Context: an optimization exercise on an open-source flow, tuned for small area, a short achievable clock period and few clock cycles per item. The choices shown serve that exercise and are no tape-out recipe.
Function was checked by simulation only, so behaviour that the tests miss may differ from the original.
The clock port is modelled as an ideal driver; clocking choices that lean on that would not hold on a real chip.
No activity file was given, so power comes from the tool's default toggle rates.

[design/flow/standard.sh]
#!/bin/bash
# synth_recipe.tcl (not shown) runs the flow's synth.tcl, then flattens the netlist and writes it again
# the make line also repeats each setting of config.mk as NAME=value (left out here)
make -C /OpenROAD-flow-scripts/flow DESIGN_CONFIG=/design/flow/config.mk WORK_HOME=/design/flow/orfs CLKGATE_MAP_FILE= SYNTH_SCRIPT=/design/flow/synth_recipe.tcl "${@:-finish}"
[design/flow/config.mk]
export PLATFORM = sky130hd
export DESIGN_NAME = char_waiter_matching_queue_unit
export DESIGN_NICKNAME = char_waiter_matching_queue_unit
export VERILOG_FILES = /design/flow/design.v
export SDC_FILE = /design/flow/constraint.sdc
export NUM_CORES = 4
export LEC_CHECK = 0
export CAP_MARGIN = 20
export CORE_MARGIN = 2
export CORE_UTILIZATION = 40
export CTS_CLUSTER_DIAMETER = 100
export CTS_CLUSTER_SIZE = 24
export SLEW_MARGIN = 20
[design/flow/design.v]
`timescale 1ns / 1ps
package cwmq_pkg;
    localparam int RING_DEPTH_DEF  = 64;
    localparam int MAX_WAITERS_DEF = 8;
    localparam int CHAR_W    = 8;
    localparam int ID_W      = 32;
    localparam int STATUS_W  = 3;
    localparam int CHARS_W   = 6;
    localparam int WAITERS_W = 4;
    localparam logic [STATUS_W-1:0] ST_DELIVERED = 3'd0;
    localparam logic [STATUS_W-1:0] ST_QUEUED    = 3'd1;
    localparam logic [STATUS_W-1:0] ST_DROPPED   = 3'd2;
    localparam logic [STATUS_W-1:0] ST_WAITER    = 3'd3;
    localparam logic [STATUS_W-1:0] ST_DUPLICATE = 3'd4;
    localparam logic [STATUS_W-1:0] ST_FULL      = 3'd5;
    localparam logic [STATUS_W-1:0] ST_IGNORED   = 3'd6;
    localparam logic MODE_CHAR = 1'b0;
    localparam logic MODE_WAIT = 1'b1;
endpackage
`timescale 1ns / 1ps
import cwmq_pkg::*;
module cwmq_ring (
    input  logic               i_clk,
    input  logic               i_rst_n,
    input  logic               i_put,
    input  logic               i_take,
    input  logic [CHAR_W-1:0]  i_data,
    output logic               o_empty,
    output logic               o_full,
    output logic [CHARS_W-1:0] o_count,
    output logic [CHARS_W-1:0] o_count_inc,
    output logic [CHARS_W-1:0] o_count_dec,
    output logic [CHAR_W-1:0]  o_head
);
    logic [CHAR_W-1:0]  r_mem [63];
    logic [5:0]         r_wp, r_rp1;
    logic [CHAR_W-1:0]  r_head;
    logic [CHARS_W-1:0] r_count;
    logic               r_full;
    always_ff @(posedge i_clk) begin
        if (!i_rst_n) begin
            r_rp1   <= 6'd1;
            r_wp    <= '0;
            r_count <= '0;
            r_full  <= 1'b0;
        end else begin
            if (i_put) r_wp <= (r_wp == 6'd62) ? 6'd0 : r_wp + 1'b1;
            if (i_take) begin
                r_rp1 <= (r_rp1 == 6'd62) ? 6'd0 : r_rp1 + 1'b1;
            end
            if (i_put) begin
                r_count <= o_count_inc;
                r_full  <= (r_count == 6'd62);
            end else if (i_take) begin
                r_count <= o_count_dec;
                r_full  <= 1'b0;
            end
        end
    end
    always_ff @(posedge i_clk) begin
        if (!o_full) begin
            r_mem[r_wp] <= i_data;
        end
    end
    always_ff @(posedge i_clk) begin
        if (i_take) begin
            r_head <= r_mem[r_rp1];
        end else if (o_empty) begin
            r_head <= i_data;
        end
    end
    assign o_empty     = (r_count == '0);
    assign o_full      = r_full;
    assign o_count     = r_count;
    assign o_count_inc = r_count + 1'b1;
    assign o_count_dec = r_count - 1'b1;
    assign o_head      = r_head;
endmodule
`timescale 1ns / 1ps
import cwmq_pkg::*;
module char_waiter_matching_queue_unit (
    input  logic                 i_clk,
    input  logic                 i_rst_n,
    input  logic                 i_req_valid,
    output logic                 o_req_ready,
    input  logic                 i_req_mode,
    input  logic [CHAR_W-1:0]    i_req_char_value,
    input  logic [ID_W-1:0]      i_req_waiter_id,
    output logic                 o_rsp_valid,
    input  logic                 i_rsp_ready,
    output logic                 o_rsp_delivered,
    output logic [ID_W-1:0]      o_rsp_dest_client,
    output logic [CHAR_W-1:0]    o_rsp_char_out,
    output logic [STATUS_W-1:0]  o_rsp_status,
    output logic [CHARS_W-1:0]   o_rsp_chars_held,
    output logic [WAITERS_W-1:0] o_rsp_waiters_held
);
    localparam int NW = MAX_WAITERS_DEF;
    localparam int RW = ID_W + CHAR_W + STATUS_W + CHARS_W + WAITERS_W;
    logic              r_v1;
    logic              r_mode;
    logic [CHAR_W-1:0] r_cv;
    logic [ID_W-1:0]   r_id;
    logic              r_cnz, r_inz;
    logic [MAX_WAITERS_DEF-1:0] r_match_lo, r_match_hi;
    logic              r_ready;
    logic          r_q0v, r_q1v;
    logic [RW-1:0] r_q0, r_q1;
    logic [ID_W-1:0] r_wmem [NW];
    logic [2:0]      r_whead, r_wtail;
    logic [3:0]      r_wcnt;
    logic [NW-1:0]   r_wvalid;
    logic w_go, w_ld;
    logic               w_put, w_take;
    logic               w_rempty, w_rfull;
    logic [CHARS_W-1:0] w_rcnt, w_rcnt_inc, w_rcnt_dec;
    logic [CHAR_W-1:0]  w_rhead;
    cwmq_ring u_ring (
        .i_clk      (i_clk),
        .i_rst_n    (i_rst_n),
        .i_put      (w_put),
        .i_take     (w_take),
        .i_data     (r_cv),
        .o_empty    (w_rempty),
        .o_full     (w_rfull),
        .o_count    (w_rcnt),
        .o_count_inc(w_rcnt_inc),
        .o_count_dec(w_rcnt_dec),
        .o_head     (w_rhead)
    );
    assign w_go        = r_v1 && !(r_q0v && r_q1v);
    assign w_ld        = r_ready;
    assign o_req_ready = r_ready;
    localparam int HW = ID_W / 2;
    logic          w_dup, w_cnz, w_inz, w_wempty, w_wfull;
    logic [NW-1:0] w_cmatch_lo, w_cmatch_hi;
    logic          w_same_lo, w_same_hi;
    assign w_same_lo = (i_req_waiter_id[HW-1:0] == r_id[HW-1:0]);
    assign w_same_hi = (i_req_waiter_id[ID_W-1:HW] == r_id[ID_W-1:HW]);
    always_comb begin
        for (int k = 0; k < NW; k++) begin
            if ((3'(k) == r_wtail) && !w_wfull) begin
                w_cmatch_lo[k] = w_same_lo;
                w_cmatch_hi[k] = w_same_hi;
            end else begin
                w_cmatch_lo[k] = (r_wmem[k][HW-1:0] == i_req_waiter_id[HW-1:0]);
                w_cmatch_hi[k] = (r_wmem[k][ID_W-1:HW] == i_req_waiter_id[ID_W-1:HW]);
            end
        end
    end
    logic [NW-1:0] w_wvalid, w_hit;
    assign w_wvalid = r_wvalid;
    assign w_hit    = w_wvalid & r_match_lo & r_match_hi;
    assign w_dup    = |w_hit;
    assign w_cnz    = r_cnz;
    assign w_inz    = r_inz;
    assign w_wempty = (r_wcnt == 4'd0);
    assign w_wfull  = r_wcnt[3];
    logic [ID_W-1:0]      n_dest;
    logic [CHAR_W-1:0]    n_cout;
    logic [STATUS_W-1:0]  n_status;
    logic [CHARS_W-1:0]   n_chars;
    logic [WAITERS_W-1:0] n_waiters;
    logic                 w_wpop, w_wpush;
    always_comb begin
        w_put     = 1'b0;
        w_take    = 1'b0;
        w_wpop    = 1'b0;
        w_wpush   = 1'b0;
        n_dest    = '0;
        n_cout    = '0;
        n_status  = ST_IGNORED;
        n_chars   = w_rcnt;
        n_waiters = r_wcnt;
        if (r_mode == MODE_CHAR) begin
            if (!w_cnz) begin
                n_status = ST_IGNORED;
            end else if (!w_wempty) begin
                w_wpop    = w_go;
                n_dest    = r_wmem[r_whead];
                n_cout    = r_cv;
                n_status  = ST_DELIVERED;
                n_waiters = r_wcnt - 1'b1;
            end else if (w_rfull) begin
                n_status = ST_DROPPED;
            end else begin
                w_put    = w_go;
                n_status = ST_QUEUED;
                n_chars  = w_rcnt_inc;
            end
        end else if (!w_inz) begin
            n_status = ST_IGNORED;
        end else if (!w_rempty) begin
            w_take   = w_go;
            n_dest   = r_id;
            n_cout   = w_rhead;
            n_status = ST_DELIVERED;
            n_chars  = w_rcnt_dec;
        end else if (w_dup) begin
            n_status = ST_DUPLICATE;
        end else if (w_wfull) begin
            n_status = ST_FULL;
        end else begin
            w_wpush   = w_go;
            n_status  = ST_WAITER;
            n_waiters = r_wcnt + 1'b1;
        end
    end
    logic [RW-1:0] w_res;
    assign w_res = {n_dest, n_cout, n_status, n_chars, n_waiters};
    logic w_pop, w_q0v_n, w_q1v_n, w_v1_n;
    assign w_pop   = r_q0v && i_rsp_ready;
    assign w_q0v_n = r_q1v || w_go || (r_q0v && !i_rsp_ready);
    assign w_q1v_n = (r_q1v && !i_rsp_ready) || (w_go && r_q0v && !(w_pop && !r_q1v));
    assign w_v1_n  = w_ld ? i_req_valid : r_v1;
    always_ff @(posedge i_clk) begin
        if (!i_rst_n) begin
            r_v1    <= 1'b0;
            r_q0v   <= 1'b0;
            r_q1v   <= 1'b0;
            r_ready <= 1'b1;
            r_whead <= '0;
            r_wtail <= '0;
            r_wcnt  <= '0;
            r_wvalid <= '0;
        end else begin
            if (w_ld) r_v1 <= i_req_valid;
            if (w_wpop) begin
                r_whead <= r_whead + 1'b1;
                r_wcnt  <= r_wcnt - 1'b1;
                r_wvalid[r_whead] <= 1'b0;
            end
            if (w_wpush) begin
                r_wtail <= r_wtail + 1'b1;
                r_wcnt  <= r_wcnt + 1'b1;
                r_wvalid[r_wtail] <= 1'b1;
            end
            r_q0v   <= w_q0v_n;
            r_q1v   <= w_q1v_n;
            r_ready <= !w_v1_n || !(w_q0v_n && w_q1v_n);
        end
    end
    always_ff @(posedge i_clk) begin
        if (w_ld) begin
            r_mode <= i_req_mode;
            r_cv   <= i_req_char_value;
            r_id   <= i_req_waiter_id;
            r_cnz  <= |i_req_char_value;
            r_inz  <= |i_req_waiter_id;
            r_match_lo <= w_cmatch_lo;
            r_match_hi <= w_cmatch_hi;
        end
    end
    always_ff @(posedge i_clk) begin
        if (!w_wfull) begin
            r_wmem[r_wtail] <= r_id;
        end
    end
    logic r_q0d;
    always_ff @(posedge i_clk) begin
        if (!i_rst_n) begin
            r_q0  <= '0;
            r_q0d <= 1'b0;
        end else if (!r_q0v || i_rsp_ready) begin
            r_q0  <= r_q1v ? r_q1 : w_res;
            r_q0d <= r_q1v ? (r_q1[CHARS_W+WAITERS_W +: STATUS_W] == ST_DELIVERED)
                           : (n_status == ST_DELIVERED);
        end
        if (!r_q1v || i_rsp_ready) begin
            r_q1 <= w_res;
        end
    end
    assign o_rsp_valid = r_q0v;
    assign {o_rsp_dest_client, o_rsp_char_out, o_rsp_status, o_rsp_chars_held,
            o_rsp_waiters_held} = r_q0;
    assign o_rsp_delivered = r_q0d;
endmodule
[design/flow/flow/run.sh]
#!/bin/bash
set -euo pipefail
export CLOCK_PORT_NET=i_clk
export PRE_CTS_TCL="$PWD/flow/cts_root.tcl"
bash standard.sh SETUP_SLACK_MARGIN=5.4 finish > flow_make.log 2>&1
[design/flow/flow/cts_root.tcl]
rename clock_tree_synthesis my_tritoncts
proc clock_tree_synthesis { args } {
  my_tritoncts {*}$args
  set block [ord::get_db_block]
  set port_net [$block findNet $::env(CLOCK_PORT_NET)]
  set drivers {}
  foreach it [$port_net getITerms] { lappend drivers [$it getInst] }
  if { [llength $drivers] != 1 } {
    puts "cts_root: clock port drives [llength $drivers] cells, tree left as built"
    return
  }
  set root [lindex $drivers 0]
  set out_net ""
  foreach it [$root getITerms] {
    if { [$it isOutputSignal] } { set out_net [$it getNet] }
  }
  set loads {}
  foreach it [$out_net getITerms] {
    if { [$it isInputSignal] } { lappend loads $it }
  }
  if { [llength $loads] > 4 || [llength [$out_net getBTerms]] > 0 } {
    puts "cts_root: root buffer drives [llength $loads] pins, tree left as built"
    return
  }
  puts "cts_root: removing [$root getName], port now drives [llength $loads] buffers"
  foreach it $loads {
    $it disconnect
    $it connect $port_net
  }
  odb::dbInst_destroy $root
  odb::dbNet_destroy $out_net
}
[design/flow/constraint.sdc]
create_clock -name core_clock -period 8.0 [get_ports {i_clk}]
set_input_delay 1.6000 -clock core_clock [delete_from_list [all_inputs] [get_ports {i_clk}]]
set_output_delay 1.6000 -clock core_clock [all_outputs]
set_load 0.01 [all_outputs]
==> impl_metrics.ini, run 1 <==
[floorplan]
initial_core_utilization_pct = 40.2
floorplan.die.width_um = 329
io_pins = 101
rows = 119
core-area_um2 = 105000
die-height_um = 329
dieArea_um2 = 108000

[clock_network]
tritoncts = done
clk_latency_ps = 470
cts_inserted_buffers = 47
cts.sinks = 984
clkTransAtPathRegs_ps = 100

[pwr]
power_mw = 9.48
cellLeakagePower_nw = 14.7
power.ir.vdd_worst_uv = 161
power-per-cell-area_nw_per_um2 = 200

[synth]
synth_cell_types = 72
yosysWarnings = 2
postSynthRegisterBits = 984
synth_area_per_cell_um2 = 15.7
async_reset_ff_share_pct = 0
postSynthNetCount = 2757
synth.cell_area_um2 = 42300
synth_enable_flop_cells = 880
synth_cells = 2686
postSynth.topFlopCell = edfxtp_1
synth_seq_area_share_pct = 67.4

[detailed_routing]
drt-initial-drc-count = 2652
ant_nets = 0
remaining_drc_errors = 0
drt_wirelength_um = 112000
total_iterations_of_the_first_detailed_routing_run = 6
wire_per_inst_um = 26.9
post_drt_via_cell_ratio = 5.70
routed-via-count = 23900

[timing]
maxSlewHeadroom_pct = 32.6
totalNegativeSetupSlack_ps = 0
setup_slack_ps = 5350
final-setup-viol-count = 0
fin_skew_ps = 37.3
final-max-slew-violation-count = 0
tightest_slew_ps = 1010
min_period_over_period_pct = 33.2
number_of_endpoints_with_negative_hold_slack_in_the_final_report = 0
final_period_minus_worst_setup_slack_ps = 2650
max_freq_ghz = 0.377
worst_hold_margin_ps = 454
rsz0062_at_grt = yes

[global_routing]
gr-usage-met1_pct = 28.2
number_of_antenna_violations_at_the_first_check_in_global_routing = 2
grt_max_degree = 86
first_global_vias = 24100
grt_most_used_layer = met2
global_route.usage.met3_pct = 2.63
grtUsageMet2_pct = 34.0
global_route_total_overflow = 0
all_layer_gr_usage_pct = 20.5
grt_first_pass_wirelength_um = 165000

[worst_setup_path]
critPathArrivalTime_ps = 2880
worst_path_largest_cell_delay_ps = 530
cp-start-kind = flop
cp_num_buf_inv = 2
cp.required_ps = 8220
critical_path_peak_fanout = 7
criticalPathCategory = flop to flop
cp_top_family = multiplexers
crit_top_cell = mux4_2
cells_traversed_along_the_worst_timing_path = buf_6 > buf_16 > mux4_2 > mux4_2 > a22oi_2 > nand2_2 > o211a_1
critical-path-slowest-cell = mux4_2
worstSetupEndpointType = flop

[layout]
drive_above_1_share_pct = 22.6
area_delta_synth_final_pct = 12.2
insertedDiodeCount = 0
final_core_util_pct = 45.1
final.fill_count = 9165
fin_nets = 2827

[outcome]
status = complete, no violations

[place]
worst_slack_at_placement_ps = 3750
io_buffers = 100
hpwlAfterDp_um = 71100
gp_congestion = 0.928

[min_path]
min-delay-path-class = flop to flop

[run]
max_cap_violations = 0
==> cells by family (layout without fill, tap and decap cells) <==
family | Yosys count | in the layout | share of synthesized area [%]
flip-flops | 984 | 984 | 67.4
adder cells (fa/ha/maj) | 26 | 26 | 0.770
AO/OA/AOI/OAI | 356 | 356 | 4.98
buffers and inverters | 222 | 329 | 2.23
AND/OR/NAND/NOR | 522 | 524 | 6.23
multiplexers | 270 | 270 | 12.0
XOR/XNOR | 306 | 306 | 6.34
==> what timing repair did <==
action	CTS	global route
pin swaps	16	16
buffers inserted	32	11
hold buffers	0	0
endpoints found under the setup margin	411	172
cloned	5	3
resized for setup	593	76
==> metal layers <==
layer  wire [um]  vias up
met2       54200      887
met5           0        -
li1            -    10500
met3        7020      164
met4        3490        0
met1       47700    12300
==> report_power, final <==
part	switching [mW]	total [mW]	leakage (nW)	internal [mW]
Combinational	0.513	0.867	4.91	0.354
Clock	1.58	2.75	0.669	1.17
Sequential	0.115	5.86	9.13	5.75
==> flip-flops by register name, indices dropped and copies added (netlist names), 3 cells and up, named ones only <==
register        count
r_wtail             3
r_match_lo          8
u_ring.r_rp1        6
r_wvalid            8
u_ring.r_count      6
r_whead             3
r_q1               53
r_match_hi          8
r_wcnt              4
u_ring.r_head       8
r_wmem            256
r_q0               53
u_ring.r_wp         6
u_ring.r_mem      504
r_id               32
r_cv                8
==> worst paths after layout <==
check | slack, ps | end | startpoint | depth (start not counted)
worst max-delay path | 5350 | u_ring.r_head[5] | flop | 7
worst max register to register | 5350 | u_ring.r_head[5] | flop | 7
worst min-delay path | 450 | r_q0[44] | r_q0[44] | 2
worst min register to register | 450 | r_q0[44] | r_q0[44] | 2
==> through the flow <==
step | instance area, um2 | instances
after floorplan | 42700 | 2686
after global placement | 44700 | 4048
after detailed placement | 44800 | 4048
after CTS | 47000 | 4172
after global routing | 47400 | 4186
final | 47400 | 4186
==> synthesized netlist by cell type, types with 6 or more instances <==
cell type	instances	area, um2
mux2_2	15	169
mux4_2	188	4230
mux2i_1	67	671
nor4_1	40	250
nor3_1	24	120
xor2_1	40	350
clkbuf_1	118	443
a21oi_1	119	596
a22oi_1	9	67.6
o211a_1	6	60.1
inv_1	52	195
a32oi_1	6	52.6
o22ai_1	8	50.1
o211ai_1	11	82.6
dfxtp_1	104	2080
a2111oi_0	8	70.1
o21ai_0	117	586
buf_4	10	75.1
nor2_1	107	402
nand4_1	77	482
ha_1	26	325
a211oi_1	11	82.6
nand2_1	165	619
nand3_1	15	75.1
a22o_1	8	70.1
buf_2	31	155
a31oi_1	23	144
edfxtp_1	880	26400
or3_1	8	50.1
xnor2_1	266	2330
nand2b_1	17	106
nor2b_1	22	138
and3_1	8	50.1
==> layout make-up <==
cell class / count / area (um2) / area share [%]
tap: 1391 / 1740 / 3.67
sequential: 984 / 28600 / 60.4
clock inverter: 7 / 98.8 / 0.209
clock buffer: 80 / 1300 / 2.74
multi-input combinational: 1482 / 13600 / 28.7
inverter: 53 / 205 / 0.433
timing repair buffer: 189 / 1820 / 3.84
==> cells in the final DEF (no fill, tap or decap), types with 17 or more instances in the layout <==
master,count
nor2_1,82
xnor2_1,231
mux4_2,188
buf_4,72
nand2_1,162
inv_1,51
buf_6,21
dfxtp_2,46
buf_2,41
nand4_1,77
nor2b_1,21
nor4_1,18
xor2_1,40
a21oi_1,118
nor2_2,23
xnor2_2,33
edfxtp_1,880
clkbuf_4,17
o21ai_0,96
dfxtp_1,43
clkbuf_1,33
ha_1,26
mux2i_1,67
o21ai_1,19
clkbuf_16,50
a31oi_1,23
==> tightest hold or removal path: cells and delay by family, from the launching register on <==
family / cells / cell delay [ps]
simple gates: 1 / 50
flops: 1 / 330
compound gates: 1 / 50
Testbench counts, summed over its fixed seeds: cycles 4,816, items 4,800.
==> inputs of run 2 (changes only) <==
--- a/design/flow/config.mk
+++ b/design/flow/config.mk
@@ -12,2 +12,3 @@
 export CTS_CLUSTER_SIZE = 24
+export PLACE_DENSITY = 0.75
 export SLEW_MARGIN = 20
==> impl_metrics.ini, run 2 <==
[detailed_routing]
routed-via-count = 24300
total_iterations_of_the_first_detailed_routing_run = 8
drt-initial-drc-count = 3172
post_drt_via_cell_ratio = 5.82
ant_nets = 0
drt_wirelength_um = 108000
remaining_drc_errors = 0
wire_per_inst_um = 25.9

[min_path]
worstHoldPathCells = 2
min-delay-path-class = flop to flop
min-delay-start = r_q0[34]

[worst_setup_path]
cp.required_ps = 8080
cp-start-kind = flop
timing.critical_path.depth = 3
critPathArrivalTime_ps = 2720
cp_top_family = simple AND/OR/NAND/NOR gates
criticalPathCategory = flop to flop
cells_traversed_along_the_worst_timing_path = nand3_1 > or2_1 > nor2_1
reg2reg_from = u_ring.r_wp[2]
critical-path-slowest-cell = dfxtp_1
worstSetupEndpointType = flop
critical_path_peak_fanout = 18
critPathLaunch = u_ring.r_wp[2]
r2r_cell_count = 3
worst_path_largest_cell_delay_ps = 770
cp_num_buf_inv = 0

[layout]
seqCellArea_um2 = 28600
commonest_cells_after_routing_fill_and_taps_aside = edfxtp_1, xnor2_1, mux4_2
leading_cell_type_in_the_layout_fill_and_taps_excluded = edfxtp_1
final.fill_count = 9058
top_regs = u_ring.r_mem: 504 flops, r_wmem: 256 flops
regMostFlops = u_ring.r_mem
area_delta_synth_final_pct = 11.5
drive_above_1_share_pct = 21.5
fin_nets = 2818
insertedDiodeCount = 0
area_used_by_multi_input_combinational_logic_um2 = 13600
largest_register_ff_count = 504

[timing]
min_period_over_period_pct = 33.0
number_of_endpoints_with_negative_hold_slack_in_the_final_report = 0
final-setup-viol-count = 0
final-max-slew-violation-count = 0
tightest_slew_ps = 1090
final_period_minus_worst_setup_slack_ps = 2640
rsz0062_at_grt = yes
max_freq_ghz = 0.379
fin_skew_ps = 21.1
maxSlewHeadroom_pct = 27.3
totalNegativeSetupSlack_ps = 0
worst_hold_margin_ps = 457

[floorplan]
rows = 119
initial_core_utilization_pct = 40.2
floorplan.die.width_um = 329
dieArea_um2 = 108000
die-height_um = 329
io_pins = 101
core-area_um2 = 105000

[synth]
synth.cell_area_um2 = 42300
synth_top_cell_area_share_pct = 62.5
postSynthRegisterBits = 984
synth_top_cell_by_area = edfxtp_1
async_reset_ff_share_pct = 0
yosysWarnings = 2
synth_cells = 2686
synth_area_per_cell_um2 = 15.7
ys_top_cells_by_count = edfxtp_1, xnor2_1, mux4_2
postSynthNetCount = 2757
synth_cell_types = 72
postSynth.topFlopCell = edfxtp_1
synth_seq_area_share_pct = 67.4
synth_enable_flop_cells = 880
yosys.cell_count.top_type = edfxtp_1
synth_area_leaders = edfxtp_1, mux4_2, xnor2_1, dfxtp_1, mux2i_1

[outcome]
status = complete, no violations

[global_routing]
grt_first_pass_wirelength_um = 158000
grt_max_degree = 71
number_of_antenna_violations_at_the_first_check_in_global_routing = 2
first_global_vias = 23600
all_layer_gr_usage_pct = 19.4
global_route_total_overflow = 0

[run]
max_cap_violations = 0

[place]
io_buffers = 100
hpwlAfterDp_um = 65700
gp_congestion = 0.947

[clock_network]
clk_latency_ps = 450
tritoncts = done
clkTransAtPathRegs_ps = 100
cts_inserted_buffers = 47
cts.sinks = 984

[pwr]
power-per-cell-area_nw_per_um2 = 199
power.ir.vdd_worst_uv = 152
cellLeakagePower_nw = 14.6
-- run 2: what timing repair did --
action / 4_1_cts / 5_1_grt
gates cloned: 9 / 3
setup buffers: 19 / 9
setup endpoints to repair: 242 / 169
resized for setup: 565 / 71
pin swaps: 6 / 12
hold buffers: 0 / 0
-- run 2: per-layer routing --
metal	track usage (%)	vias to the layer above	routed length (um)
li1	-	10400	-
met1	28.2	12300	44800
met2	30.5	1280	49700
met3	2.46	227	9350
met4	6.51	0	4300
met5	0	-	0
-- run 2: kinds of logic after synthesis --
kind of cell	Yosys count	share of synthesized area (%)
DFF	984	67.4
xor gates and xnor gates	306	6.34
adders and majority gates	26	0.770
buffers and inverters	222	2.23
AOI/OAI and AO/OA	356	4.98
and+or+nand+nor	522	6.23
muxes	270	12.0
-- run 2: area by class of cell --
class                   count  share of cell area [%]
flip-flops and latches    984                    60.7
clock inverters             5                   0.180
multi-input cells        1486                    28.9
repair buffers            176                    3.36
well taps                1391                    3.69
clock buffers              81                    2.72
inverters                  53                   0.427
-- run 2: metrics by stage --
| step | setup slack [ps] | cells | power (mW) | utilization (%) | instance area (um2) |
|---|---|---|---|---|---|
| after global routing | 5270 | 4176 | 9.67 | 44.9 | 47100 |
| final | 5360 | 4176 | 9.40 | 44.9 | 47100 |
| after floorplan | 5130 | 2686 | 6.46 | - | 42700 |
| after global placement | 3930 | 4050 | 6.76 | 42.6 | 44800 |
| after detailed placement | 3840 | 4050 | 6.77 | 42.6 | 44800 |
| after CTS | 5400 | 4164 | 9.41 | 44.6 | 46900 |
-- run 2: worst paths after layout --
kind | slack [ps] | endpoint
hold / removal | 460 | r_q0[34]
hold reg to reg | 460 | r_q0[34]
setup / recovery | 5360 | u_ring.r_mem[47][4]
setup reg to reg | 5360 | u_ring.r_mem[47][4]
-- run 2: where the power goes --
part / internal, mW / switching, mW / leakage, nW / total (mW)
clock network: 1.12 / 1.57 / 0.646 / 2.69
logic: 0.345 / 0.515 / 4.81 / 0.860
registers: 5.75 / 0.108 / 9.13 / 5.85
total: 7.21 / 2.19 / 14.6 / 9.40
-- run 2: tightest hold or removal path, cell delays in order, from the launching register on --
cell and delay [ps]:
dfxtp_2 330, nand2_1 50, a21oi_1 50
==> inputs of run 3 (changes only) <==
--- a/design/flow/config.mk
+++ b/design/flow/config.mk
@@ -12,3 +12,3 @@
 export CTS_CLUSTER_SIZE = 24
-export PLACE_DENSITY = 0.75
+export PLACE_DENSITY = 0.45
 export SLEW_MARGIN = 20
==> impl_metrics.ini, run 3 <==
[min_path]
min-delay-start = r_q0[33]
worstHoldPathCells = 2
hold_end = r_q0[33]
min-delay-path-class = flop to flop

[synth]
post_synthesis_mux_area_share_pct = 12.0
synth_compound_area_share_pct = 4.98
synth_area_leaders = edfxtp_1, mux4_2, xnor2_1, dfxtp_1, mux2i_1
synth_area_per_cell_um2 = 15.7
postSynthRegisterBits = 984
yosysWarnings = 2
synth_simple_gate_area_share_pct = 6.23
synth.cell_area_um2 = 42300
synth_top_cell_area_share_pct = 62.5
ys_top_cells_by_count = edfxtp_1, xnor2_1, mux4_2
yosys.cell_count.top_type = edfxtp_1
adder_cell_fraction_of_synth_area_pct = 0.770
postSynthNetCount = 2757
synth-xor-area-share_pct = 6.34
synth_enable_flop_cells = 880
synth_cell_types = 72
async_reset_ff_share_pct = 0
combinational_family_with_the_most_area_after_synthesis = multiplexers
synth_top_cell_by_area = edfxtp_1
postSynth.topFlopCell = edfxtp_1
synth_cells = 2686
synth_seq_area_share_pct = 67.4

[global_routing]
first_global_vias = 24100
number_of_antenna_violations_at_the_first_check_in_global_routing = 0
grt_first_pass_wirelength_um = 179000
global_route_total_overflow = 0
grt_max_degree = 69
all_layer_gr_usage_pct = 22.9

[worst_setup_path]
cp.required_ps = 8310
critPathArrivalTime_ps = 2930
r2r_cell_count = 7
cp-start-kind = input port
critical_path_peak_fanout = 11
worstSetupEndpointType = flop
worstReg2RegEnd = u_ring.r_head[6]
r2r_setup_slack_ps = 5390
criticalPathCategory = input port to flop

[timing]
final-setup-viol-count = 0
maxSlewHeadroom_pct = 29.4
rsz0062_at_grt = yes
fin_skew_ps = 19.8
totalNegativeSetupSlack_ps = 0
max_freq_ghz = 0.382
tightest_slew_ps = 1050
final_period_minus_worst_setup_slack_ps = 2620
number_of_endpoints_with_negative_hold_slack_in_the_final_report = 0
final-max-slew-violation-count = 0
min_period_over_period_pct = 32.7

[detailed_routing]
drt-initial-drc-count = 1815
routed-via-count = 23700
wire_per_inst_um = 29.7
remaining_drc_errors = 0
post_drt_via_cell_ratio = 5.65
ant_nets = 0
total_iterations_of_the_first_detailed_routing_run = 5
drt_wirelength_um = 125000

[floorplan]
floorplan.die.width_um = 329
rows = 119
die-height_um = 329
io_pins = 101
dieArea_um2 = 108000
core-area_um2 = 105000
initial_core_utilization_pct = 40.2

[layout]
drive_above_1_share_pct = 23.4
regMostFlops = u_ring.r_mem
fin_nets = 2836
leading_cell_type_in_the_layout_fill_and_taps_excluded = edfxtp_1
area_delta_synth_final_pct = 12.6
commonest_cells_after_routing_fill_and_taps_aside = edfxtp_1, xnor2_1, mux4_2
top_regs = u_ring.r_mem: 504 flops, r_wmem: 256 flops
final_core_util_pct = 45.3
final.fill_count = 9302
largest_register_ff_count = 504

[pwr]
power.ir.vdd_worst_uv = 205
power-per-cell-area_nw_per_um2 = 201
cellLeakagePower_nw = 14.8

[outcome]
status = complete, no violations

[clock_network]
cts_inserted_buffers = 48
cts.sinks = 984
clkTransAtPathRegs_ps = 100
tritoncts = done
clk_latency_ps = 460

[place]
gp_congestion = 0.874
hpwlAfterDp_um = 78100
io_buffers = 100

[run]
max_cap_violations = 0
[run 3: routing by layer]
metal | global-route usage [%] | up-vias | wire length, um
met3 | 2.31 | 106 | 4700
met2 | 39.1 | 521 | 62000
met1 | 32.2 | 12600 | 55500
met5 | 0 | - | 0
li1 | - | 10500 | -
met4 | 4.01 | 0 | 2410
[run 3: repair_timing]
action / CTS / global route
buffers inserted: 29 / 15
pin swaps: 14 / 20
resized for setup: 629 / 70
gates cloned: 6 / 2
setup endpoints to repair: 420 / 231
hold buffers: 0 / 0
[run 3: power by group]
group	switching [mW]	internal [mW]
clock network	1.63	1.16
logic	0.529	0.365
registers	0.119	5.75
total	2.28	7.27
[run 3: kinds of logic after synthesis]
family	Yosys count
AND/OR/NAND/NOR	522
XOR/XNOR	306
flip-flops	984
multiplexers	270
AO/OA/AOI/OAI	356
adder cells (fa/ha/maj)	26
buffers and inverters	222
[run 3: final cells by class]
type	count	area (um2)	share of cell area, %
Antenna cell	1	2.50	0.00526
Clock buffer	80	1320	2.78
Clock inverter	8	78.8	0.166
Inverter	53	203	0.426
Multi-Input combinational cell	1482	13700	28.8
Sequential cell	984	28600	60.2
Tap cell	1391	1740	3.66
Timing Repair Buffer	197	1920	4.02
[run 3: worst max-delay path, stage by stage]
cell and delay, ps:
buf_4 260, xnor2_4 190, nand4_1 270, nor4_4 400
nand2_1 80, o21ai_1 90
[run 3: worst max path at each step]
| stage | start | endpoint | slack [ps] | cells after the start |
|---|---|---|---|---|
| 2_1_floorplan | r_wtail[0] | r_wmem[0][0] | 5130 | 2 |
| 3_3_place_gp | i_req_waiter_id[29] | r_match_hi[1] | 3590 | 6 |
| 3_5_place_dp | i_req_waiter_id[29] | r_match_hi[1] | 3620 | 6 |
| 4_1_cts | u_ring.r_wp[2] | u_ring.r_mem[47][3] | 5300 | 3 |
| 5_1_grt | flop | u_ring.r_head[6] | 5360 | 7 |
| 6_report | i_req_waiter_id[29] | r_match_hi[1] | 5380 | 6 |
[run 3: stage by stage]
step	instance area (um2)	std cells	power, mW	setup WS (ps)	hold WS (ps)
CTS	47200	4178	9.62	5300	457
global route	47600	4195	9.88	5360	470
global placement	44800	4055	6.81	3590	443
detailed placement	44800	4055	6.81	3620	447
finish	47600	4196	9.55	5380	454
floorplan	42700	2686	6.46	5130	445
==> inputs of run 4 (changes only) <==
--- a/design/flow/design.v
+++ b/design/flow/design.v
@@ -106,2 +106,3 @@
     logic              r_ready;
+    logic              r_hold;    
     logic          r_q0v, r_q1v;
@@ -131,3 +132,3 @@
     assign w_go        = r_v1 && !(r_q0v && r_q1v);
-    assign w_ld        = r_ready;
+    assign w_ld        = !r_hold;
     assign o_req_ready = r_ready;
@@ -221,2 +222,3 @@
             r_ready <= 1'b1;
+            r_hold  <= 1'b0;
             r_whead <= '0;
@@ -240,2 +242,3 @@
             r_ready <= !w_v1_n || !(w_q0v_n && w_q1v_n);
+            r_hold  <= w_v1_n && w_q0v_n && w_q1v_n;
         end
--- a/design/flow/config.mk
+++ b/design/flow/config.mk
@@ -12,3 +12,2 @@
 export CTS_CLUSTER_SIZE = 24
-export PLACE_DENSITY = 0.45
 export SLEW_MARGIN = 20
==> impl_metrics.ini, run 4 <==
[synth]
yosysWarnings = 2
ys_top_cells_by_count = edfxtp_1, xnor2_1, mux4_2
synth_seq_area_share_pct = 67.4
synth_cell_types = 76
synth.cell_area_um2 = 42400
synth_area_per_cell_um2 = 15.9
synth_enable_flop_cells = 880
postSynthNetCount = 2734
async_reset_ff_share_pct = 0
synth_top_cell_area_share_pct = 62.4
yosys.cell_count.top_type = edfxtp_1
synth_top_cell_by_area = edfxtp_1
synth_area_leaders = edfxtp_1, mux4_2, xnor2_1, dfxtp_1, mux2i_1
postSynth.topFlopCell = edfxtp_1
postSynthRegisterBits = 985
synth_cells = 2665

[worst_setup_path]
cp_num_buf_inv = 1
cells_traversed_along_the_worst_timing_path = buf_16 > mux4_2 > a22oi_1 > and3_1 > o21ai_0 > a21oi_1 > nor3_1
cp_top_family = compound AO/OA/AOI/OAI gates
timing.critical_path.depth = 7
worstSetupEndpointType = flop
cp.required_ps = 8200
critPathArrivalTime_ps = 2810
criticalPathCategory = flop to flop
critical-path-slowest-cell = mux4_2
worst_path_largest_cell_delay_ps = 530
r2r_cell_count = 7
cp-start-kind = flop
worst_setup_path_endpoint = u_ring.r_head[7]
r2r_setup_slack_ps = 5390
worstReg2RegEnd = u_ring.r_head[7]
critical_path_peak_fanout = 15

[layout]
leading_cell_type_in_the_layout_fill_and_taps_excluded = edfxtp_1
final.fill_count = 9185
fin_area_um2 = 47300
insertedDiodeCount = 0
area_delta_synth_final_pct = 11.6
final_core_util_pct = 45.0
largest_register_ff_count = 504
fin_nets = 2803
drive_above_1_share_pct = 21.2
top_regs = u_ring.r_mem: 504 flops, r_wmem: 256 flops
regMostFlops = u_ring.r_mem
commonest_cells_after_routing_fill_and_taps_aside = edfxtp_1, xnor2_1, mux4_2

[pwr]
comb_power_share_pct = 9.8
relative_contribution_of_the_clock_network_to_total_power_pct = 28.4
internal_power_contribution_mw = 7.28
cellLeakagePower_nw = 15.0
switching_share_pct = 23.7
power.ir.vdd_worst_uv = 164
power-per-cell-area_nw_per_um2 = 202
fraction_of_power_consumed_by_sequential_logic_pct = 61.7
power_switching_mw = 2.27

[timing]
number_of_endpoints_with_negative_hold_slack_in_the_final_report = 0
max_freq_ghz = 0.384
totalNegativeSetupSlack_ps = 0
final_period_minus_worst_setup_slack_ps = 2610
setup_slack_ps = 5390
maxSlewHeadroom_pct = 30.0
min_period_over_period_pct = 32.6
rsz0062_at_grt = yes
worst_hold_margin_ps = 454
final-max-slew-violation-count = 0
final-setup-viol-count = 0
fin_skew_ps = 32.9
tightest_slew_ps = 1050

[clock_network]
tritoncts = done
clkTransAtPathRegs_ps = 100
clk_latency_ps = 460
cts.sinks = 985
cts_inserted_buffers = 47
cts.hold.buffers_added = 0

[detailed_routing]
total_iterations_of_the_first_detailed_routing_run = 7
drt_wirelength_um = 117000
drt-initial-drc-count = 2705
remaining_drc_errors = 0
routed-via-count = 24100
ant_nets = 0
post_drt_via_cell_ratio = 5.78
wire_per_inst_um = 28.0

[run]
max_cap_violations = 0

[place]
worst_slack_at_placement_ps = 3740
hpwlAfterDp_um = 72100
place_area_um2 = 44800
io_buffers = 100
gp_congestion = 0.915

[floorplan]
core-area_um2 = 105000
io_pins = 101
initial_core_utilization_pct = 40.3
floorplan.die.width_um = 329
rows = 119
dieArea_um2 = 108000
die-height_um = 329

[global_routing]
grt_first_pass_wirelength_um = 169000
grt_max_degree = 78
number_of_antenna_violations_at_the_first_check_in_global_routing = 5
first_global_vias = 24000
global_route_total_overflow = 0
all_layer_gr_usage_pct = 21.1

[min_path]
min-delay-path-class = flop to flop
min-delay-start = r_q0[45]

[outcome]
status = complete, no violations
run 4: changes by cell type in the layout (fill, tap and decap cells not counted), moves of 11 or more:
cell and change:
dfxtp_4 -14, mux2_2 -14, o2111ai_1 +33, nand3_1 +57
buf_6 -22, nand2_1 +30, a31oi_1 -14, dfxtp_1 +11
inv_1 -30, o21ai_0 -26, nand2b_1 +33, a21oi_1 -82
run 4: kinds of logic after synthesis:
| family | synth area share [%] |
|---|---|
| and+or+nand+nor | 7.67 |
| AOI/OAI and AO/OA | 4.14 |
| adders and majority gates | 0.709 |
| buffers and inverters | 2.05 |
| xor gates and xnor gates | 6.37 |
| muxes | 11.7 |
| DFF | 67.4 |
run 4: metal layers:
metal / GRT usage [%] / wire (um) / part of all wire, %
met1: 30.1 / 50200 / 43
met2: 34.3 / 55700 / 48
met3: 3.16 / 8120 / 7.0
met4: 4.76 / 2620 / 2.2
met5: 0 / 42 / 0.036
run 4: worst min-delay path by stage:
| stage | endpoint | slack [ps] | cells after the start |
|---|---|---|---|
| after CTS | r_q0[40] | 460 | 2 |
| after global routing | r_q0[45] | 470 | 2 |
| final | r_q0[45] | 450 | 2 |
| after detailed placement | r_q0[45] | 450 | 2 |
| after global placement | r_q0[39] | 440 | 2 |
| after floorplan | r_wvalid[3] | 440 | 2 |
run 4: power groups by stage:
| stage | Sequential, mW | Clock (mW) | Combinational [mW] |
|---|---|---|---|
| after CTS | 5.89 | 2.77 | 0.923 |
| after global routing | 5.91 | 2.94 | 1.00 |
| after floorplan | 5.99 | 0 | 0.557 |
| after global placement | 6.00 | 0 | 0.881 |
| after detailed placement | 6.01 | 0 | 0.889 |
| final | 5.89 | 2.71 | 0.938 |
run 4: worst min-delay path, stage by stage (launching register included):
cell	delay (ps)
dfxtp_2	330
nand3_1	60
nand2_1	40
run 4: area by class of cell:
type	instances	area, um2	area share, %
Clock inverter	4	85.1	0.180
Inverter	23	86.3	0.183
Sequential cell	985	28600	60.6
Tap cell	1391	1740	3.68
Timing Repair Buffer	181	1730	3.66
Clock buffer	83	1290	2.73
Multi-Input combinational cell	1497	13700	29.0
run 4: stage by stage:
step | std cells | power [mW]
2_1_floorplan | 2665 | 6.55
3_3_place_gp | 4040 | 6.88
3_5_place_dp | 4040 | 6.90
4_1_cts | 4156 | 9.58
5_1_grt | 4164 | 9.85
6_report | 4164 | 9.55
run 4: what timing repair did:
item	in CTS	in global routing
cloned	9	3
buffers inserted	20	5
endpoints found under the setup margin	359	178
pin swaps	10	8
gates resized for setup	523	87
Testbench counts of run 4, summed over its fixed seeds: cycles 4,816, items 4,800.
==> inputs of run 5 (changes only) <==
==> design/flow/flow/run.sh (replaced) <==
#!/bin/bash
set -euo pipefail
export CLOCK_PORT_NET=i_clk
export PRE_CTS_TCL="$PWD/flow/cts_root.tcl"
bash standard.sh SETUP_SLACK_MARGIN=5.45 finish > flow_make.log 2>&1
==> impl_metrics.ini, run 5 <==
[detailed_routing]
remaining_drc_errors = 0
drt_wirelength_um = 116000
drt-initial-drc-count = 2750
total_iterations_of_the_first_detailed_routing_run = 5
ant_nets = 0
wire_per_inst_um = 27.9
routed-via-count = 24100
post_drt_via_cell_ratio = 5.77

[worst_setup_path]
timing.critical_path.depth = 1
worstReg2RegEnd = u_ring.r_count[4]
worstSetupEndpointType = output pin
r2r_cell_count = 8
critical-path-slowest-cell = dfxtp_4
reg2reg_from = r_wcnt[0]
cp-start-kind = flop
cp.required_ps = 6400
worst_setup_path_endpoint = o_rsp_dest_client[1]
critical_path_peak_fanout = 2
r2r_setup_slack_ps = 5470
critPathArrivalTime_ps = 960
worst_path_largest_cell_delay_ps = 400
cp_top_family = flip-flops
cells_traversed_along_the_worst_timing_path = buf_6
critPathLaunch = r_q0[22]
cp_num_buf_inv = 1
criticalPathCategory = flop to output pin

[synth]
synth_enable_flop_cells = 880
synth_cells = 2665
postSynth.topFlopCell = edfxtp_1
synth_area_per_cell_um2 = 15.9
ys_top_cells_by_count = edfxtp_1, xnor2_1, mux4_2
yosys.cell_count.top_type = edfxtp_1
postSynthNetCount = 2734
async_reset_ff_share_pct = 0
postSynthRegisterBits = 985
synth_top_cell_area_share_pct = 62.4
yosysWarnings = 2
synth_area_leaders = edfxtp_1, mux4_2, xnor2_1, dfxtp_1, mux2i_1
synth.cell_area_um2 = 42400
synth_top_cell_by_area = edfxtp_1
synth_seq_area_share_pct = 67.4
synth_cell_types = 76

[layout]
final.fill_count = 9117
commonest_cells_after_routing_fill_and_taps_aside = edfxtp_1, xnor2_1, mux4_2
regMostFlops = u_ring.r_mem
fin_nets = 2810
leading_cell_type_in_the_layout_fill_and_taps_excluded = edfxtp_1
top_regs = u_ring.r_mem: 504 flops, r_wmem: 256 flops
insertedDiodeCount = 0
area_delta_synth_final_pct = 12.8
drive_above_1_share_pct = 22.5
fin_area_um2 = 47800
layout.cells.non_filler = 4171
largest_register_ff_count = 504
final_core_util_pct = 45.4

[floorplan]
floorplan.die.width_um = 329
rows = 119
die-height_um = 329
dieArea_um2 = 108000
core-area_um2 = 105000
initial_core_utilization_pct = 40.3
io_pins = 101

[place]
dpl.cell_count = 4040
hpwlAfterDp_um = 72100
gp_congestion = 0.915
place_area_um2 = 44800
io_buffers = 100

[timing]
final-max-slew-violation-count = 0
tightest_slew_ps = 1010
number_of_endpoints_with_negative_hold_slack_in_the_final_report = 0
rsz0062_at_grt = yes
totalNegativeSetupSlack_ps = 0
maxSlewHeadroom_pct = 32.2
fin_skew_ps = 30.6
min_period_over_period_pct = 32.0
final_period_minus_worst_setup_slack_ps = 2560
max_freq_ghz = 0.390
final-setup-viol-count = 0

[clock_network]
clk_latency_ps = 460
clkTransAtPathRegs_ps = 100
cts.hold.buffers_added = 0
cts_inserted_buffers = 47
cts.sinks = 985
tritoncts = done

[global_routing]
number_of_antenna_violations_at_the_first_check_in_global_routing = 2
grt_first_pass_wirelength_um = 169000
all_layer_gr_usage_pct = 21.1
first_global_vias = 24000
grt_max_degree = 78
global_route_total_overflow = 0

[pwr]
power_mw = 9.59
cellLeakagePower_nw = 15.2
power-per-cell-area_nw_per_um2 = 201
power.ir.vdd_worst_uv = 165

[outcome]
status = complete, no violations

[min_path]
min-delay-start = r_q0[45]
min-delay-path-class = flop to flop

[run]
max_cap_violations = 0
run 5: cell counts after synthesis:
No cell type changed its count.
run 5: power breakdown:
part	switching (mW)	total (mW)	internal, mW
combinational	0.564	0.975	0.411
sequential	0.122	5.90	5.78
clock	1.59	2.72	1.12
run 5: logic make-up (layout without fill, tap and decap cells):
kind of cell / after synthesis / after routing / share of synthesized area [%]
fa+ha+maj: 24 / 24 / 0.709
mux: 260 / 260 / 11.7
xor+xnor: 308 / 308 / 6.37
simple gates: 640 / 642 / 7.67
compound gates: 263 / 263 / 4.14
buf+inv: 185 / 298 / 2.05
flops: 985 / 985 / 67.4
run 5: worst min-delay path by stage:
stage                   to  slack, ps  cells past startpoint
5_1_grt           r_q0[45]        470                      2
3_5_place_dp      r_q0[45]        450                      2
6_report          r_q0[45]        460                      2
4_1_cts           r_q0[40]        460                      2
2_1_floorplan  r_wvalid[3]        440                      2
3_3_place_gp      r_q0[39]        440                      2
run 5: metal layers:
layer / global-route usage, % / share of wire [%]
met1: 30.6 / 44
met4: 4.35 / 2.1
met5: 0 / 0.0086
met2: 34.1 / 48
met3: 2.76 / 6.1
run 5: layout make-up:
type                            instances  area [um2]  share of cell area [%]
Sequential cell                       985       28600                    60.0
Multi-Input combinational cell       1497       13900                    29.1
Timing Repair Buffer                  188        2010                    4.22
Tap cell                             1391        1740                    3.64
Clock buffer                           83        1290                    2.70
Inverter                               23        86.3                   0.181
Clock inverter                          4        85.1                   0.178
run 5: repair_timing:
item / 4_1_cts / 5_1_grt
setup buffers: 23 / 10
gates resized for setup: 597 / 119
setup endpoints to repair: 372 / 217
gates cloned: 10 / 1
pin swaps: 9 / 27
run 5: metrics by stage:
stage	setup WS (ps)	hold slack, ps
floorplan	4720	436
global placement	3760	441
detailed placement	3740	450
CTS	5420	459
global route	5350	468
finish	5440	456
==> inputs of run 6 (changes only) <==
--- a/design/flow/config.mk
+++ b/design/flow/config.mk
@@ -13 +13,2 @@
 export SLEW_MARGIN = 20
+export TNS_END_PERCENT = 10
==> impl_metrics.ini, run 6 <==
[floorplan]
die-height_um = 329
dieArea_um2 = 108000
initial_core_utilization_pct = 40.3
floorplan.die.width_um = 329
io_pins = 101
core-area_um2 = 105000
rows = 119

[timing]
fin_skew_ps = 54.1
number_of_endpoints_with_negative_hold_slack_in_the_final_report = 0
rsz0062_at_grt = yes
max_freq_ghz = 0.379
min_period_over_period_pct = 33.0
maxSlewHeadroom_pct = 28.4
tightest_slew_ps = 1070
totalNegativeSetupSlack_ps = 0
final-max-slew-violation-count = 0
final_period_minus_worst_setup_slack_ps = 2640
final-setup-viol-count = 0
setup_slack_ps = 5360

[layout]
top_regs = u_ring.r_mem: 504 flops, r_wmem: 256 flops
layout.cells.non_filler = 4160
regMostFlops = u_ring.r_mem
largest_register_ff_count = 504
area_delta_synth_final_pct = 11.1
drive_above_1_share_pct = 19.7
insertedDiodeCount = 0
commonest_cells_after_routing_fill_and_taps_aside = edfxtp_1, xnor2_1, mux4_2
leading_cell_type_in_the_layout_fill_and_taps_excluded = edfxtp_1
fin_nets = 2799

[clock_network]
clk_latency_ps = 480
cts.hold.buffers_added = 0
clkTransAtPathRegs_ps = 100
cts.sinks = 985
tritoncts = done
cts_inserted_buffers = 47

[worst_setup_path]
cp.required_ps = 6400
criticalPathCategory = flop to output pin
critical-path-slowest-cell = dfxtp_2
reg2reg_from = r_wcnt[0]
worst_path_largest_cell_delay_ps = 350
cells_traversed_along_the_worst_timing_path = clkdlybuf4s15_2
critPathLaunch = r_q0[47]
critical_path_peak_fanout = 2
worstSetupEndpointType = output pin
cp-start-kind = flop
cp_num_buf_inv = 1
cp_top_family = flip-flops
critPathArrivalTime_ps = 1040

[min_path]
min-delay-path-class = flop to flop
min-delay-start = r_q0[23]

[pwr]
cellLeakagePower_nw = 14.8
power.ir.vdd_worst_uv = 157
power-per-cell-area_nw_per_um2 = 203

[global_routing]
number_of_antenna_violations_at_the_first_check_in_global_routing = 2
first_global_vias = 24000
grt_max_degree = 102
all_layer_gr_usage_pct = 20.8
global_route_total_overflow = 0
grt_first_pass_wirelength_um = 167000

[synth]
synth_seq_area_share_pct = 67.4
synth_top_cell_area_share_pct = 62.4
synth_area_leaders = edfxtp_1, mux4_2, xnor2_1, dfxtp_1, mux2i_1
yosysWarnings = 2
synth_area_per_cell_um2 = 15.9
synth.cell_area_um2 = 42400
synth_top_cell_by_area = edfxtp_1
postSynthNetCount = 2734
synth_cell_types = 76
postSynth.topFlopCell = edfxtp_1
async_reset_ff_share_pct = 0
synth_enable_flop_cells = 880
yosys.cell_count.top_type = edfxtp_1
ys_top_cells_by_count = edfxtp_1, xnor2_1, mux4_2
postSynthRegisterBits = 985
synth_cells = 2665

[place]
hpwlAfterDp_um = 70700
gp_congestion = 0.912
worst_slack_at_placement_ps = 3780
dpl.cell_count = 4042
io_buffers = 100

[outcome]
status = complete, no violations

[run]
max_cap_violations = 0

[detailed_routing]
routed-via-count = 24100
ant_nets = 0
wire_per_inst_um = 27.6
drt_wirelength_um = 115000
total_iterations_of_the_first_detailed_routing_run = 6
drt-initial-drc-count = 2526
post_drt_via_cell_ratio = 5.79
remaining_drc_errors = 0
-- run 6: path summary, 6_finish.rpt --
path / end / slack [ps] / cells after the start
setup / recovery: o_rsp_dest_client[26] / 5360 / 1
hold / removal: r_q0[23] / 450 / 2
setup reg to reg: r_q0[52] / 5490 / 8
hold reg to reg: r_q0[23] / 450 / 2
-- run 6: report_power, final --
group | internal (mW) | switching [mW] | leakage [nW]
clock network | 1.13 | 1.60 | 0.650
logic | 0.372 | 0.549 | 5.02
registers | 5.78 | 0.118 | 9.13
total | 7.27 | 2.27 | 14.8
-- run 6: per-stage QoR --
stage	hold WS (ps)	instance area, um2	power (mW)	utilization [%]
floorplan	436	42400	6.53	-
global placement	447	44800	6.88	42.6
detailed placement	445	44800	6.89	42.6
CTS	459	46800	9.59	44.5
global route	471	47100	9.85	44.8
finish	455	47100	9.54	44.8
-- run 6: tightest hold or removal path, stage by stage (launching register included) --
cell and delay [ps]:
dfxtp_1 320, nand3_1 60, nand2_1 40
-- run 6: cell families after synthesis --
logic type | after synthesis | share of synthesized area [%]
buffers and inverters | 185 | 2.05
and+or+nand+nor | 640 | 7.67
AOI/OAI and AO/OA | 263 | 4.14
adders and majority gates | 24 | 0.709
muxes | 260 | 11.7
DFF | 985 | 67.4
xor gates and xnor gates | 308 | 6.37
-- run 6: timing repair --
item | CTS | global route
cloned | 6 | 4
endpoints found under the setup margin | 369 | 307
pin swaps | 5 | 2
gates resized for setup | 513 | 45
buffers inserted | 16 | 5
-- run 6: cell type report --
| cell class | instances | area (um2) |
|---|---|---|
| flip-flops and latches | 985 | 28600 |
| multi-input cells | 1495 | 13400 |
| clock buffers | 83 | 1290 |
| repair buffers | 179 | 1830 |
| clock inverters | 4 | 96.3 |
| fillers | 9208 | 58100 |
| well taps | 1391 | 1740 |
| inverters | 23 | 86.3 |
-- run 6: metal layers --
metal / share of wire [%] / track usage (%)
met5: 0.0087 / 0
met2: 48 / 33.6
met3: 6.5 / 2.83
met1: 44 / 29.9
met4: 2.2 / 4.66
==> inputs of run 7 (changes only) <==
--- a/design/flow/config.mk
+++ b/design/flow/config.mk
@@ -13,2 +13,2 @@
 export SLEW_MARGIN = 20
-export TNS_END_PERCENT = 10
+export TNS_END_PERCENT = 40
==> impl_metrics.ini, run 7 <==
[global_routing]
grt_max_degree = 86
number_of_antenna_violations_at_the_first_check_in_global_routing = 1
global_route_total_overflow = 0
first_global_vias = 24100
all_layer_gr_usage_pct = 21.0
grt_first_pass_wirelength_um = 169000

[worst_setup_path]
cp-start-kind = flop
cp_top_family = simple AND/OR/NAND/NOR gates
critical-path-slowest-cell = nor2_1
cp_num_buf_inv = 0
worst_path_largest_cell_delay_ps = 750
critical_path_peak_fanout = 18
worstSetupEndpointType = flop
critPathArrivalTime_ps = 2790
cells_traversed_along_the_worst_timing_path = nand3_1 > or2_1 > nor2_1
cp.required_ps = 8110
criticalPathCategory = flop to flop

[clock_network]
clk_latency_ps = 480
cts.sinks = 985
cts.hold.buffers_added = 0
tritoncts = done
clkTransAtPathRegs_ps = 100
cts_inserted_buffers = 47

[timing]
maxSlewHeadroom_pct = 29.8
totalNegativeSetupSlack_ps = 0
rsz0062_at_grt = yes
fin_skew_ps = 49.7
max_freq_ghz = 0.374
setup_slack_ps = 5330
final-max-slew-violation-count = 0
min_period_over_period_pct = 33.4
tightest_slew_ps = 1050
final_period_minus_worst_setup_slack_ps = 2670
number_of_endpoints_with_negative_hold_slack_in_the_final_report = 0
final-setup-viol-count = 0

[synth]
adder_cell_fraction_of_synth_area_pct = 0.709
synth_cell_types = 76
postSynth.topFlopCell = edfxtp_1
synth-xor-area-share_pct = 6.37
synth_enable_flop_cells = 880
synth_compound_area_share_pct = 4.14
postSynthNetCount = 2734
synth_top_cell_area_share_pct = 62.4
async_reset_ff_share_pct = 0
combinational_family_with_the_most_area_after_synthesis = multiplexers
yosys.cell_count.top_type = edfxtp_1
yosysWarnings = 2
synth_cells = 2665
synth_simple_gate_area_share_pct = 7.67
synth_area_leaders = edfxtp_1, mux4_2, xnor2_1, dfxtp_1, mux2i_1
post_synthesis_mux_area_share_pct = 11.7
synth.cell_area_um2 = 42400
synth_top_cell_by_area = edfxtp_1
synth_area_per_cell_um2 = 15.9
ys_top_cells_by_count = edfxtp_1, xnor2_1, mux4_2
synth_seq_area_share_pct = 67.4
postSynthRegisterBits = 985

[layout]
final.fill_count = 9114
top_regs = u_ring.r_mem: 504 flops, r_wmem: 256 flops
fin_area_um2 = 47300
regMostFlops = u_ring.r_mem
commonest_cells_after_routing_fill_and_taps_aside = edfxtp_1, xnor2_1, mux4_2
area_delta_synth_final_pct = 11.8
leading_cell_type_in_the_layout_fill_and_taps_excluded = edfxtp_1
drive_above_1_share_pct = 21.1
insertedDiodeCount = 0
fin_nets = 2809
largest_register_ff_count = 504

[floorplan]
floorplan.die.width_um = 329
rows = 119
initial_core_utilization_pct = 40.3
die-height_um = 329
dieArea_um2 = 108000
io_pins = 101
core-area_um2 = 105000

[pwr]
power.ir.vdd_worst_uv = 176
power_mw = 9.61
power-per-cell-area_nw_per_um2 = 203
cellLeakagePower_nw = 14.9

[outcome]
status = complete, no violations

[place]
place_area_um2 = 44800
io_buffers = 100
hpwlAfterDp_um = 72100
worst_slack_at_placement_ps = 3860
gp_congestion = 0.901

[detailed_routing]
total_iterations_of_the_first_detailed_routing_run = 6
remaining_drc_errors = 0
drt-initial-drc-count = 2379
post_drt_via_cell_ratio = 5.78
routed-via-count = 24100
wire_per_inst_um = 27.7
ant_nets = 0
drt_wirelength_um = 115000

[run]
max_cap_violations = 0

[min_path]
min-delay-path-class = flop to flop
[run 7: cell counts after synthesis]
No cell type changed its count.
[run 7: where the power goes]
group / internal, mW / switching (mW) / total (mW)
Sequential: 5.78 / 0.123 / 5.90
Combinational: 0.389 / 0.554 / 0.943
Clock: 1.15 / 1.61 / 2.76
Total: 7.32 / 2.29 / 9.61
[run 7: final timing paths]
check	to	cells after the start	slack [ps]	from
worst min-delay path	r_q0[36]	2	460	r_q0[36]
worst max register to register	u_ring.r_mem[23][3]	3	5330	u_ring.r_wp[2]
worst max-delay path	u_ring.r_mem[23][3]	3	5330	u_ring.r_wp[2]
worst min register to register	r_q0[36]	2	460	r_q0[36]
[run 7: cell type report]
class / count / area [um2] / share of cell area, %
multi-input combinational: 1497 / 13500 / 28.6
clock buffer: 82 / 1320 / 2.78
clock inverter: 5 / 96.3 / 0.204
sequential: 985 / 28600 / 60.5
inverter: 23 / 86.3 / 0.182
tap: 1391 / 1740 / 3.68
timing repair buffer: 187 / 1900 / 4.02
[run 7: tightest hold or removal path, stage by stage, from the launching register on]
cell and delay, ps:
dfxtp_2 330, nand3_1 60, nand2_1 40
[run 7: metal layers]
layer | GRT usage [%] | vias up | part of all wire (%)
li1 | - | 10400 | -
met1 | 30.1 | 12700 | 44
met2 | 34.3 | 872 | 48
met3 | 2.97 | 115 | 6.5
met4 | 4.29 | 2 | 1.9
met5 | 0 | - | 0.011
[run 7: cells by family (layout without fill, tap and decap cells)]
kind of cell,Yosys count,after routing
fa+ha+maj,24,24
buf+inv,185,297
simple gates,640,642
flops,985,985
mux,260,260
compound gates,263,263
xor+xnor,308,308
[run 7: repair_timing]
| action | CTS | global route |
|---|---|---|
| cloned | 5 | 0 |
| pin swaps | 9 | 9 |
| endpoints found under the setup margin | 404 | 299 |
| resized for setup | 613 | 66 |
| setup buffers | 23 | 15 |
[run 7: stage by stage]
step | hold slack, ps | instances | util, %
after floorplan | 436 | 2665 | -
after global placement | 442 | 4040 | 42.6
after detailed placement | 451 | 4040 | 42.6
after CTS | 460 | 4155 | 44.7
after global routing | 478 | 4170 | 45.0
final | 456 | 4170 | 45.0
==> inputs of run 8 (changes only) <==
==> design/flow/flow/run.sh (replaced) <==
#!/bin/bash
set -euo pipefail
export CLOCK_PORT_NET=i_clk
export PRE_CTS_TCL="$PWD/flow/cts_root.tcl"
bash standard.sh SETUP_SLACK_MARGIN=5.5 finish > flow_make.log 2>&1
--- a/design/flow/config.mk
+++ b/design/flow/config.mk
@@ -13,2 +13 @@
 export SLEW_MARGIN = 20
-export TNS_END_PERCENT = 40
==> impl_metrics.ini, run 8 <==
[worst_setup_path]
critPathLaunch = r_q0[22]
cells_traversed_along_the_worst_timing_path = buf_6
cp.required_ps = 6400
r2r_cell_count = 10
worstReg2RegEnd = u_ring.r_head[2]
criticalPathCategory = flop to output pin
worst_path_largest_cell_delay_ps = 420
cp_top_family = flip-flops
critical_path_peak_fanout = 2
critical-path-slowest-cell = dfxtp_4
worst_setup_path_endpoint = o_rsp_dest_client[1]
cp-start-kind = flop
r2r_setup_slack_ps = 5510
timing.critical_path.depth = 1
cp_num_buf_inv = 1
critPathArrivalTime_ps = 970
worstSetupEndpointType = output pin

[layout]
area_delta_synth_final_pct = 14.3
regMostFlops = u_ring.r_mem
final_core_util_pct = 46.0
final.fill_count = 9132
layout.cells.non_filler = 4202
largest_register_ff_count = 504
leading_cell_type_in_the_layout_fill_and_taps_excluded = edfxtp_1
fin_nets = 2842
insertedDiodeCount = 0
commonest_cells_after_routing_fill_and_taps_aside = edfxtp_1, xnor2_1, mux4_2
top_regs = u_ring.r_mem: 504 flops, r_wmem: 256 flops
drive_above_1_share_pct = 24.4

[timing]
number_of_endpoints_with_negative_hold_slack_in_the_final_report = 0
setup_slack_ps = 5430
totalNegativeSetupSlack_ps = 0
fin_skew_ps = 21.9
rsz0062_at_grt = yes
final-setup-viol-count = 0
min_period_over_period_pct = 32.2
maxSlewHeadroom_pct = 32.5
final_period_minus_worst_setup_slack_ps = 2570
final-max-slew-violation-count = 0
max_freq_ghz = 0.389
tightest_slew_ps = 1010

[floorplan]
core-area_um2 = 105000
dieArea_um2 = 108000
initial_core_utilization_pct = 40.3
rows = 119
io_pins = 101
die-height_um = 329
floorplan.die.width_um = 329

[synth]
postSynthRegisterBits = 985
async_reset_ff_share_pct = 0
synth_seq_area_share_pct = 67.4
synth_top_cell_by_area = edfxtp_1
postSynthNetCount = 2734
yosys.cell_count.top_type = edfxtp_1
postSynth.topFlopCell = edfxtp_1
ys_top_cells_by_count = edfxtp_1, xnor2_1, mux4_2
synth_cells = 2665
synth_area_per_cell_um2 = 15.9
synth_area_leaders = edfxtp_1, mux4_2, xnor2_1, dfxtp_1, mux2i_1
synth.cell_area_um2 = 42400
synth_top_cell_area_share_pct = 62.4
synth_cell_types = 76
yosysWarnings = 2
synth_enable_flop_cells = 880

[pwr]
internal_power_contribution_mw = 7.34
power_mw = 9.63
switching_share_pct = 23.8
power_switching_mw = 2.29
fraction_of_power_consumed_by_sequential_logic_pct = 61.3
power.ir.vdd_worst_uv = 129
cellLeakagePower_nw = 15.4
relative_contribution_of_the_clock_network_to_total_power_pct = 28.1
power-per-cell-area_nw_per_um2 = 199
comb_power_share_pct = 10.6

[global_routing]
global_route_total_overflow = 0
grtUsageMet2_pct = 33.6
first_global_vias = 24000
gr-usage-met1_pct = 30.7
grt_max_degree = 92
global_route.usage.met3_pct = 3.52
all_layer_gr_usage_pct = 21.1
grt_most_used_layer = met2
grt_first_pass_wirelength_um = 169000
number_of_antenna_violations_at_the_first_check_in_global_routing = 2

[place]
io_buffers = 100
hpwlAfterDp_um = 71400
worst_slack_at_placement_ps = 3880
gp_congestion = 0.902
dpl.cell_count = 4041

[detailed_routing]
ant_nets = 0
post_drt_via_cell_ratio = 5.81
routed-via-count = 24400
wire_per_inst_um = 28.1
total_iterations_of_the_first_detailed_routing_run = 7
remaining_drc_errors = 0
drt-initial-drc-count = 2577
drt_wirelength_um = 118000

[run]
max_cap_violations = 0

[clock_network]
clkTransAtPathRegs_ps = 100
cts.sinks = 985
clk_latency_ps = 450
tritoncts = done
cts_inserted_buffers = 47

[min_path]
min-delay-path-class = flop to flop

[outcome]
status = complete, no violations
-- run 8: cell counts after synthesis --
No cell type changed its count.
-- run 8: stage by stage --
step	instance area (um2)	hold slack [ps]
2_1_floorplan	42700	436
3_3_place_gp	44800	440
3_5_place_dp	44800	446
4_1_cts	47400	466
5_1_grt	48400	484
6_report	48400	467
-- run 8: worst min-delay path, cell delays in order (launching register included) --
cell and delay [ps]:
dfxtp_2 330, nand3_1 60, nand2_1 50
-- run 8: cell type report --
type	instances	area (um2)	area share (%)
inverter	23	86.3	0.178
tap	1391	1740	3.60
clock inverter	4	66.3	0.137
timing repair buffer	220	2530	5.24
multi-input combinational	1497	14000	29.0
clock buffer	82	1290	2.66
sequential	985	28700	59.2
-- run 8: worst min path at each step --
stage                     cells past startpoint  slack [ps]           to   startpoint
after detailed placement                      2         450     r_q0[39]     r_q0[39]
after CTS                                     2         470     r_q0[39]     r_q0[39]
final                                         2         470     r_q0[42]     r_q0[42]
after floorplan                               2         440  r_wvalid[3]  r_wvalid[3]
after global placement                        2         440     r_q0[40]     r_q0[40]
after global routing                          2         480     r_q0[28]     r_q0[28]
-- run 8: power by group through the flow --
stage	combinational (mW)	clock (mW)	sequential, mW
after global routing	1.09	2.92	5.92
after floorplan	0.557	0	5.99
final	1.02	2.71	5.90
after global placement	0.886	0	6.00
after CTS	0.966	2.75	5.90
after detailed placement	0.892	0	6.00
-- run 8: layer usage --
| layer | wire (um) | part of all wire [%] |
|---|---|---|
| met5 | 13 | 0.011 |
| met2 | 55700 | 47 |
| met4 | 2380 | 2.0 |
| met1 | 51400 | 44 |
| met3 | 8540 | 7.2 |
-- run 8: cells by family (layout without fill, tap and decap cells) --
family | count (synthesis) | in the layout | synth area share [%]
flops | 985 | 985 | 67.4
simple gates | 640 | 642 | 7.67
xor+xnor | 308 | 308 | 6.37
compound gates | 263 | 263 | 4.14
mux | 260 | 260 | 11.7
buf+inv | 185 | 329 | 2.05
fa+ha+maj | 24 | 24 | 0.709
-- run 8: repair_timing --
item / CTS / global route
buffers inserted: 31 / 31
cloned: 9 / 4
pin swaps: 19 / 36
endpoints found under the setup margin: 421 / 247
hold buffers: 0 / 0
gates resized for setup: 674 / 131

separate check: timing with driven ports:
In the flow no input, the clock included, has a driving cell. The finished layouts below were timed again as built, in two steps. Step 1: set_driving_cell puts a clkbuf_16 on i_clk and a buf_2 on each other input, an assumption about the parent block. Step 2 times the ports against the registers' clock, not the clock port: input delays grow and output delays shrink by t, the midpoint of the rising clock arrivals with the driver on. Slacks: ideal ports / drivers / drivers and shift; pairs: ideal ports / drivers.
| run | shift t [ns] | setup WS [ns] | worst setup path at the end | cell pins on the clock port's net |
|---|---|---|---|---|
| run 1 | 0.586 | 5.347 / 5.232 / 4.928 | input to register | 4 |
| run 2 | 0.579 | 5.360 / 5.281 / 4.936 | input to register | 4 |
| run 3 | 0.599 | 5.382 / 5.241 / 4.905 | input to register | 4 |
| run 4 | 0.590 | 5.395 / 5.288 / 4.936 | input to register | 4 |
| run 5 | 0.593 | 5.436 / 5.288 / 4.966 | input to register | 4 |
| run 6 | 0.597 | 5.359 / 5.212 / 4.887 | input to register | 4 |
| run 7 | 0.597 | 5.326 / 5.293 / 4.855 | input to register | 4 |
| run 8 | 0.581 | 5.427 / 5.285 / 5.016 | input to register | 4 |
After both steps every run listed still meets setup and hold. The setup slack of run 3, which loses most, moves by -0.141 ns with the drivers and by -0.477 ns with both steps.
